Source: an optimization exercise on an open RTL-to-GDS flow (aim: small area). Production flows keep margins and buffers that such runs may drop.
At most, simulation tests tie the RTL to the original design; equivalence was not proved.
Power is estimated from default activity; no workload was simulated.

==> inputs of exp/sierra <==
==> flow/design.v <==
`timescale 1ns / 1ps
`default_nettype none
package ptrf_pkg;
   localparam int PEER_SLOTS_DEFAULT = 8;
   localparam int MODE_W   = 2;
   localparam int MAC_W    = 48;
   localparam int MEMBER_W = 8;
   localparam int SEQ_W    = 32;
   localparam int STATUS_W = 3;
   localparam int SLOT_W   = 3;
   localparam logic [MODE_W-1:0] MODE_LEARN  = 2'd0;
   localparam logic [MODE_W-1:0] MODE_ACCEPT = 2'd1;
   localparam logic [MODE_W-1:0] MODE_LOOKUP = 2'd2;
   localparam logic [MODE_W-1:0] MODE_CLEAR  = 2'd3;
   localparam logic [STATUS_W-1:0] STATUS_OK          = 3'd0;
   localparam logic [STATUS_W-1:0] STATUS_MAC_REFUSED = 3'd1;
   localparam logic [STATUS_W-1:0] STATUS_UNKNOWN     = 3'd2;
   localparam logic [STATUS_W-1:0] STATUS_FULL        = 3'd3;
   localparam logic [STATUS_W-1:0] STATUS_STALE       = 3'd4;
   localparam logic [STATUS_W-1:0] STATUS_NO_MATCH    = 3'd5;
endpackage
`default_nettype wire
`timescale 1ns / 1ps
`default_nettype none
module ptrf_match (
   input  logic clock,
   input  logic first,
   input  logic in_member,
   input  logic in_mac,
   input  logic in_seq,
   input  logic tap_bit,
   input  logic op_bit,
   output logic valid_now,
   output logic member_eq,
   output logic mac_eq,
   output logic seq_le
);
   logic valid_ff, member_eq_ff, mac_eq_ff, seq_le_ff;
   logic diff;
   assign diff = tap_bit ^ op_bit;
   always_ff @(posedge clock) begin
      if (first) begin
         valid_ff     <= tap_bit;
         member_eq_ff <= 1'b1;
         mac_eq_ff    <= 1'b1;
         seq_le_ff    <= 1'b1;
      end else begin
         if (in_member && diff) member_eq_ff <= 1'b0;
         if (in_mac && diff)    mac_eq_ff    <= 1'b0;
         if (in_seq && diff)    seq_le_ff    <= tap_bit;
      end
   end
   assign valid_now = valid_ff;
   assign member_eq = member_eq_ff;
   assign mac_eq    = mac_eq_ff;
   assign seq_le    = diff ? tap_bit : seq_le_ff;
endmodule
`default_nettype wire
`timescale 1ns / 1ps
`default_nettype none
module ptrf_store #(
   parameter int PEER_SLOTS = ptrf_pkg::PEER_SLOTS_DEFAULT,
   parameter int SLOT_BITS  = 89,
   parameter int WIN_LO     = 9,
   parameter int WIN_W      = ptrf_pkg::MAC_W
) (
   input  logic             clock,
   input  logic             wr_bit,
   output logic             head_bit,
   output logic             tap_bit,
   output logic [WIN_W-1:0] win
);
   localparam int RING = PEER_SLOTS * SLOT_BITS;
   logic [RING-1:0] ring_ff;
   always_ff @(posedge clock) begin
      ring_ff <= {wr_bit, ring_ff[RING-1:1]};
   end
   assign head_bit = ring_ff[0];
   assign tap_bit  = ring_ff[SLOT_BITS];
   assign win      = ring_ff[SLOT_BITS + WIN_W - 1 : SLOT_BITS];
endmodule
`default_nettype wire
`timescale 1ns / 1ps
`default_nettype none
module peer_table_replay_filter_top #(
   parameter int PEER_SLOTS = ptrf_pkg::PEER_SLOTS_DEFAULT
) (
   input  logic                          clock,
   input  logic                          reset,
   input  logic                          csr_write_enable,
   input  logic                          csr_write_data,
   input  logic                          req_valid,
   output logic                          req_stall,
   input  logic [ptrf_pkg::MODE_W-1:0]   req_mode,
   input  logic [ptrf_pkg::MAC_W-1:0]    req_peer_mac,
   input  logic [ptrf_pkg::MEMBER_W-1:0] req_member_id,
   input  logic [ptrf_pkg::SEQ_W-1:0]    req_sequence_req,
   input  logic                          req_reset_window,
   output logic                          rsp_valid,
   input  logic                          rsp_stall,
   output logic [ptrf_pkg::STATUS_W-1:0] rsp_status,
   output logic                          rsp_found,
   output logic [ptrf_pkg::SLOT_W-1:0]   rsp_slot,
   output logic [ptrf_pkg::MAC_W-1:0]    rsp_found_mac
);
   localparam int IDX_W     = ptrf_pkg::SLOT_W;
   localparam int MEM_LO    = 1;
   localparam int MAC_LO    = MEM_LO + ptrf_pkg::MEMBER_W;
   localparam int SEQ_LO    = MAC_LO + ptrf_pkg::MAC_W;
   localparam int SLOT_BITS = SEQ_LO + ptrf_pkg::SEQ_W;
   localparam int BIT_W     = $clog2(SLOT_BITS);
   logic [BIT_W-1:0]              bit_ff;
   logic [IDX_W-1:0]              slot_ff;
   logic                          init_ff;
   logic                          scan_ff;
   logic                          fin_ff;
   logic                          pass2_ff;
   logic                          provisioned_ff;
   logic                          pending_ff;
   logic [ptrf_pkg::STATUS_W-1:0] st_ff, st_in;
   logic                          fd_ff, fd_in;
   logic [IDX_W-1:0]              sl_ff;
   logic                          mo_n_ff, mo_in;
   logic                          head_bit, tap_bit, op_bit, st_bit, wr_bit;
   logic [ptrf_pkg::MAC_W-1:0]    win;
   logic [SLOT_BITS-1:0]          op_vec;
   logic                          first, last_bit, last_slot;
   logic                          in_member, in_mac, in_seq;
   logic                          valid_now, member_eq, mac_eq, seq_le;
   logic                          decide, done, start;
   logic                          wr_macmem, wr_seq, clr_valid;
   assign first     = (bit_ff == '0);
   assign last_bit  = (bit_ff == BIT_W'(SLOT_BITS - 1));
   assign last_slot = (slot_ff == IDX_W'(PEER_SLOTS - 1));
   assign in_member = (bit_ff >= BIT_W'(MEM_LO)) && (bit_ff < BIT_W'(MAC_LO));
   assign in_mac    = (bit_ff >= BIT_W'(MAC_LO)) && (bit_ff < BIT_W'(SEQ_LO));
   assign in_seq    = (bit_ff >= BIT_W'(SEQ_LO));
   assign op_vec = {req_sequence_req, req_peer_mac, req_member_id, 1'b0};
   assign op_bit = op_vec[bit_ff];
   assign st_bit = op_bit ^ in_mac;
   ptrf_store #(
      .PEER_SLOTS (PEER_SLOTS),
      .SLOT_BITS  (SLOT_BITS),
      .WIN_LO     (MAC_LO),
      .WIN_W      (ptrf_pkg::MAC_W)
   ) u_store (
      .clock    (clock),
      .wr_bit   (wr_bit),
      .head_bit (head_bit),
      .tap_bit  (tap_bit),
      .win      (win)
   );
   ptrf_match u_match (
      .clock     (clock),
      .first     (first),
      .in_member (in_member),
      .in_mac    (in_mac),
      .in_seq    (in_seq),
      .tap_bit   (tap_bit),
      .op_bit    (st_bit),
      .valid_now (valid_now),
      .member_eq (member_eq),
      .mac_eq    (mac_eq),
      .seq_le    (seq_le)
   );
   assign start  = req_valid && !pending_ff && !init_ff && !scan_ff && !fin_ff &&
                   first && (slot_ff == '0);
   assign decide = scan_ff && last_bit;
   always_comb begin
      logic hit;
      done  = 1'b0;
      st_in = ptrf_pkg::STATUS_OK;
      fd_in = 1'b0;
      mo_in = 1'b0;
      hit   = 1'b0;
      case (req_mode)
         ptrf_pkg::MODE_LEARN: begin
            if (!pass2_ff) begin
               hit  = valid_now && (mac_eq || member_eq);
               done = hit || (last_slot && provisioned_ff);
               if (hit) begin
                  fd_in = 1'b1;
                  if (provisioned_ff && !mac_eq) begin
                     st_in = ptrf_pkg::STATUS_MAC_REFUSED;
                  end
               end else begin
                  st_in = ptrf_pkg::STATUS_UNKNOWN;
               end
            end else begin
               hit  = !valid_now;
               done = hit || last_slot;
               if (hit) begin
                  fd_in = 1'b1;
               end else begin
                  st_in = ptrf_pkg::STATUS_FULL;
               end
            end
         end
         ptrf_pkg::MODE_ACCEPT: begin
            hit  = valid_now && mac_eq;
            done = hit || last_slot;
            if (hit) begin
               fd_in = 1'b1;
               if (!req_reset_window && seq_le) begin
                  st_in = ptrf_pkg::STATUS_STALE;
               end
            end else begin
               st_in = ptrf_pkg::STATUS_NO_MATCH;
            end
         end
         ptrf_pkg::MODE_LOOKUP: begin
            hit  = valid_now && member_eq;
            done = hit || last_slot;
            if (hit) begin
               fd_in = 1'b1;
               mo_in = 1'b1;
            end else begin
               st_in = ptrf_pkg::STATUS_NO_MATCH;
            end
         end
         default: begin
            done = last_slot;
         end
      endcase
   end
   assign wr_macmem = fin_ff && (req_mode == ptrf_pkg::MODE_LEARN) && fd_ff &&
                      (st_ff == ptrf_pkg::STATUS_OK);
   assign wr_seq    = fin_ff && (req_mode == ptrf_pkg::MODE_ACCEPT) && fd_ff &&
                      (st_ff == ptrf_pkg::STATUS_OK);
   assign clr_valid = scan_ff && (req_mode == ptrf_pkg::MODE_CLEAR);
   always_comb begin
      wr_bit = head_bit;
      if (init_ff) begin
         wr_bit = 1'b0;
      end else if (first) begin
         wr_bit = (head_bit || wr_macmem) && !clr_valid;
      end else if ((wr_macmem && (in_member || in_mac)) || (wr_seq && in_seq)) begin
         wr_bit = st_bit;
      end
   end
   assign req_stall = !(fin_ff && last_bit);
   always_ff @(posedge clock) begin
      if (reset) begin
         bit_ff         <= '0;
         slot_ff        <= '0;
         init_ff        <= 1'b1;
         scan_ff        <= 1'b0;
         fin_ff         <= 1'b0;
         pass2_ff       <= 1'b0;
         provisioned_ff <= 1'b0;
         pending_ff     <= 1'b0;
      end else begin
         if (last_bit) begin
            bit_ff  <= '0;
            slot_ff <= slot_ff + IDX_W'(1);
         end else begin
            bit_ff <= bit_ff + BIT_W'(1);
         end
         if (last_bit && last_slot) begin
            init_ff <= 1'b0;
         end
         if (start) begin
            scan_ff <= 1'b1;
         end else if (decide && done) begin
            scan_ff <= 1'b0;
            fin_ff  <= 1'b1;
         end else if (decide && last_slot) begin
            pass2_ff <= 1'b1;
         end
         if (fin_ff && last_bit) begin
            fin_ff   <= 1'b0;
            pass2_ff <= 1'b0;
         end
         if (csr_write_enable) begin
            provisioned_ff <= csr_write_data;
         end
         if (pending_ff) begin
            pending_ff <= !rsp_valid;
         end else begin
            pending_ff <= fin_ff && last_bit;
         end
      end
   end
   always_ff @(posedge clock) begin
      if (decide) begin
         st_ff <= st_in;
         fd_ff <= fd_in;
         sl_ff <= fd_in ? slot_ff : '0;
         mo_n_ff <= !mo_in;
      end
   end
   assign rsp_valid     = pending_ff && !rsp_stall &&
                          (mo_n_ff || ((slot_ff == sl_ff) && (bit_ff == BIT_W'(MAC_LO))));
   assign rsp_status    = st_ff;
   assign rsp_found     = fd_ff;
   assign rsp_slot      = sl_ff;
   assign rsp_found_mac = ~(win | {ptrf_pkg::MAC_W{mo_n_ff}});
endmodule
`default_nettype wire
==> flow/flow/run.sh <==
#!/bin/bash
# Standard ORFS layout, with port buffers of the smallest buffer cell and a
# clock tree of small buffers built without dummy loads. Each tool's output
# goes to a log here.
set -euo pipefail
export BUFFER_PORTS_ARGS="-buffer_cell sky130_fd_sc_hd__buf_1"
export CTS_ARGS="-sink_clustering_enable -repair_clock_nets -dont_use_dummy_load -buf_list sky130_fd_sc_hd__clkbuf_4 -sink_clustering_size 12 -sink_clustering_max_diameter 50"
bash standard.sh > standard.log 2>&1
==> flow/standard.sh <==
#!/bin/bash
# synth_recipe.tcl (not shown) runs the flow's synth.tcl, then flattens the netlist and writes it again
# the make line also repeats each setting of config.mk as NAME=value (left out here)
make -C /OpenROAD-flow-scripts/flow DESIGN_CONFIG=/design/flow/config.mk WORK_HOME=/design/flow/orfs CLKGATE_MAP_FILE= SYNTH_SCRIPT=/design/flow/synth_recipe.tcl "${@:-finish}"
==> flow/config.mk <==
export PLATFORM = sky130hd
export DESIGN_NAME = peer_table_replay_filter_top
export DESIGN_NICKNAME = peer_table_replay_filter_top
export VERILOG_FILES = /design/flow/design.v
export SDC_FILE = /design/flow/constraint.sdc
export NUM_CORES = 4
export LEC_CHECK = 0
export CAP_MARGIN = 20
export CORE_MARGIN = 2
export CORE_UTILIZATION = 60
export SLEW_MARGIN = 20
==> flow/constraint.sdc <==
create_clock -name core_clock -period 5.0 [get_ports {clock}]
set_input_delay 1.0000 -clock core_clock [delete_from_list [all_inputs] [get_ports {clock}]]
set_output_delay 1.0000 -clock core_clock [all_outputs]
set_load 0.01 [all_outputs]
==> inputs of exp/onyx, as changes to exp/sierra <==
--- a/flow/design.v
+++ b/flow/design.v
@@ -26,3 +26,3 @@
    input  logic clock,
-   input  logic first,
+   input  logic restart,
    input  logic in_member,
@@ -32,3 +32,2 @@
    input  logic op_bit,
-   output logic valid_now,
    output logic member_eq,
@@ -37,3 +36,3 @@
 );
-   logic valid_ff, member_eq_ff, mac_eq_ff, seq_le_ff;
+   logic member_eq_ff, mac_eq_ff, seq_le_ff;
    logic diff;
@@ -41,4 +40,3 @@
    always_ff @(posedge clock) begin
-      if (first) begin
-         valid_ff     <= tap_bit;
+      if (restart) begin
          member_eq_ff <= 1'b1;
@@ -52,6 +50,5 @@
    end
-   assign valid_now = valid_ff;
    assign member_eq = member_eq_ff;
    assign mac_eq    = mac_eq_ff;
-   assign seq_le    = diff ? tap_bit : seq_le_ff;
+   assign seq_le    = seq_le_ff;
 endmodule
@@ -63,3 +60,3 @@
    parameter int SLOT_BITS  = 89,
-   parameter int WIN_LO     = 9,
+   parameter int WIN_LO     = 8,
    parameter int WIN_W      = ptrf_pkg::MAC_W
@@ -106,6 +103,7 @@
    localparam int IDX_W     = ptrf_pkg::SLOT_W;
-   localparam int MEM_LO    = 1;
+   localparam int MEM_LO    = 0;
    localparam int MAC_LO    = MEM_LO + ptrf_pkg::MEMBER_W;
    localparam int SEQ_LO    = MAC_LO + ptrf_pkg::MAC_W;
-   localparam int SLOT_BITS = SEQ_LO + ptrf_pkg::SEQ_W;
+   localparam int VLD_BIT   = SEQ_LO + ptrf_pkg::SEQ_W;
+   localparam int SLOT_BITS = VLD_BIT + 1;
    localparam int BIT_W     = $clog2(SLOT_BITS);
@@ -128,3 +126,3 @@
    logic                          in_member, in_mac, in_seq;
-   logic                          valid_now, member_eq, mac_eq, seq_le;
+   logic                          member_eq, mac_eq, seq_le;
    logic                          decide, done, start;
@@ -134,6 +132,6 @@
    assign last_slot = (slot_ff == IDX_W'(PEER_SLOTS - 1));
-   assign in_member = (bit_ff >= BIT_W'(MEM_LO)) && (bit_ff < BIT_W'(MAC_LO));
+   assign in_member = (bit_ff < BIT_W'(MAC_LO));
    assign in_mac    = (bit_ff >= BIT_W'(MAC_LO)) && (bit_ff < BIT_W'(SEQ_LO));
-   assign in_seq    = (bit_ff >= BIT_W'(SEQ_LO));
-   assign op_vec = {req_sequence_req, req_peer_mac, req_member_id, 1'b0};
+   assign in_seq    = (bit_ff >= BIT_W'(SEQ_LO)) && !last_bit;
+   assign op_vec = {1'b0, req_sequence_req, req_peer_mac, req_member_id};
    assign op_bit = op_vec[bit_ff];
@@ -154,3 +152,3 @@
       .clock     (clock),
-      .first     (first),
+      .restart   (last_bit),
       .in_member (in_member),
@@ -160,3 +158,2 @@
       .op_bit    (st_bit),
-      .valid_now (valid_now),
       .member_eq (member_eq),
@@ -170,2 +167,4 @@
       logic hit;
+      logic valid_now;
+      valid_now = tap_bit;
       done  = 1'b0;
@@ -234,3 +233,3 @@
          wr_bit = 1'b0;
-      end else if (first) begin
+      end else if (last_bit) begin
          wr_bit = (head_bit || wr_macmem) && !clr_valid;
==> flow/flow/run.sh (replaced) <==
#!/bin/bash
# Standard ORFS layout, with port buffers of the smallest buffer cell and a
# clock tree of small buffers built without dummy loads. Each tool's output
# goes to a log here.
set -euo pipefail
export BUFFER_PORTS_ARGS="-buffer_cell sky130_fd_sc_hd__buf_1"
export CTS_ARGS="-sink_clustering_enable -repair_clock_nets -dont_use_dummy_load -buf_list sky130_fd_sc_hd__clkbuf_8 -sink_clustering_size 20 -sink_clustering_max_diameter 80"
bash standard.sh > standard.log 2>&1
==> results by group <==
Run status
  • Status: finished clean

Detailed routing
  • Routed WL per cell: roughly 13 um

Setup path
  • Crit path arrival time: between 2 and 2.5 ns
  • Worst path bufs/invs: 2
  • Reg2reg path depth: 7

Cells and area
  • Buffers outside the clock class: between 150 and 200
  • Area of the multi-input gates: 1850 um2

Clock tree
  • Cts bufs inserted: 43

Logic synthesis
  • Post-synth top area share: around 87%
  • Syn Inst Count: 1022

Power and ir drop
  • Net Switching: around 1.6 mW

Global routing
  • Met3 GRT Util: 2.92%

Floorplan
  • Die ar.: around 30000 um2
The numbers above come from exp/onyx.

==> results by group <==
Logic synthesis
  • Post-synth cell types: 64
  • Post-synth top area share: 86.4%
  • Syn Inst Count: about 1.0k
  • Sequential fraction of the synthesis area: slightly below 90%

Run status
  • Status: finished clean

Setup path
  • Reg2reg path depth: 8

Detailed routing
  • Routed WL per cell: 12.9 um

Power and ir drop
  • Net Switching: roughly 1.6 mW
  • Combinational logic power: roughly 0.13 mW

Global routing
  • Met3 GRT Util: 4.37%

Cells and area
  • Area of the multi-input gates: around 1900 um2
  • Buffers outside the clock class: between 150 and 200

Floorplan
  • Die ar.: a little under 30000 um2

Clock tree
  • Cts bufs inserted: between 70 and 80
The numbers above come from exp/sierra.

For exp/sierra, only the layout was checked, not whether the RTL still works.

[re-timing with driven ports]
The flow's constraints put no driver on any port. The routed layouts listed below were extracted and timed again, unchanged, in two steps.
Step 1 assumes that a clkbuf_16 drives the clock port and a buf_2 every other input.
Step 2 adds t to the input delays and takes it off the output delays; t is the mean of the earliest and latest rising clock arrival at the registers after step 1. Input paths then give back, and output paths get back, about the clock's delay inside the block.
a / b / c = ideal ports / drivers / drivers and shift; a / b = the first two.
run	t, ns	setup WS [ns]	worst setup path after step 2	worst register clock-pin slew, ns
exp/sierra	0.681	1.314 / 1.271 / 1.952	register to output	0.12 / 0.12
exp/onyx	0.585	1.631 / 1.586 / 2.117	input to register	0.12 / 0.12
After both steps setup and hold are still met in every run listed.
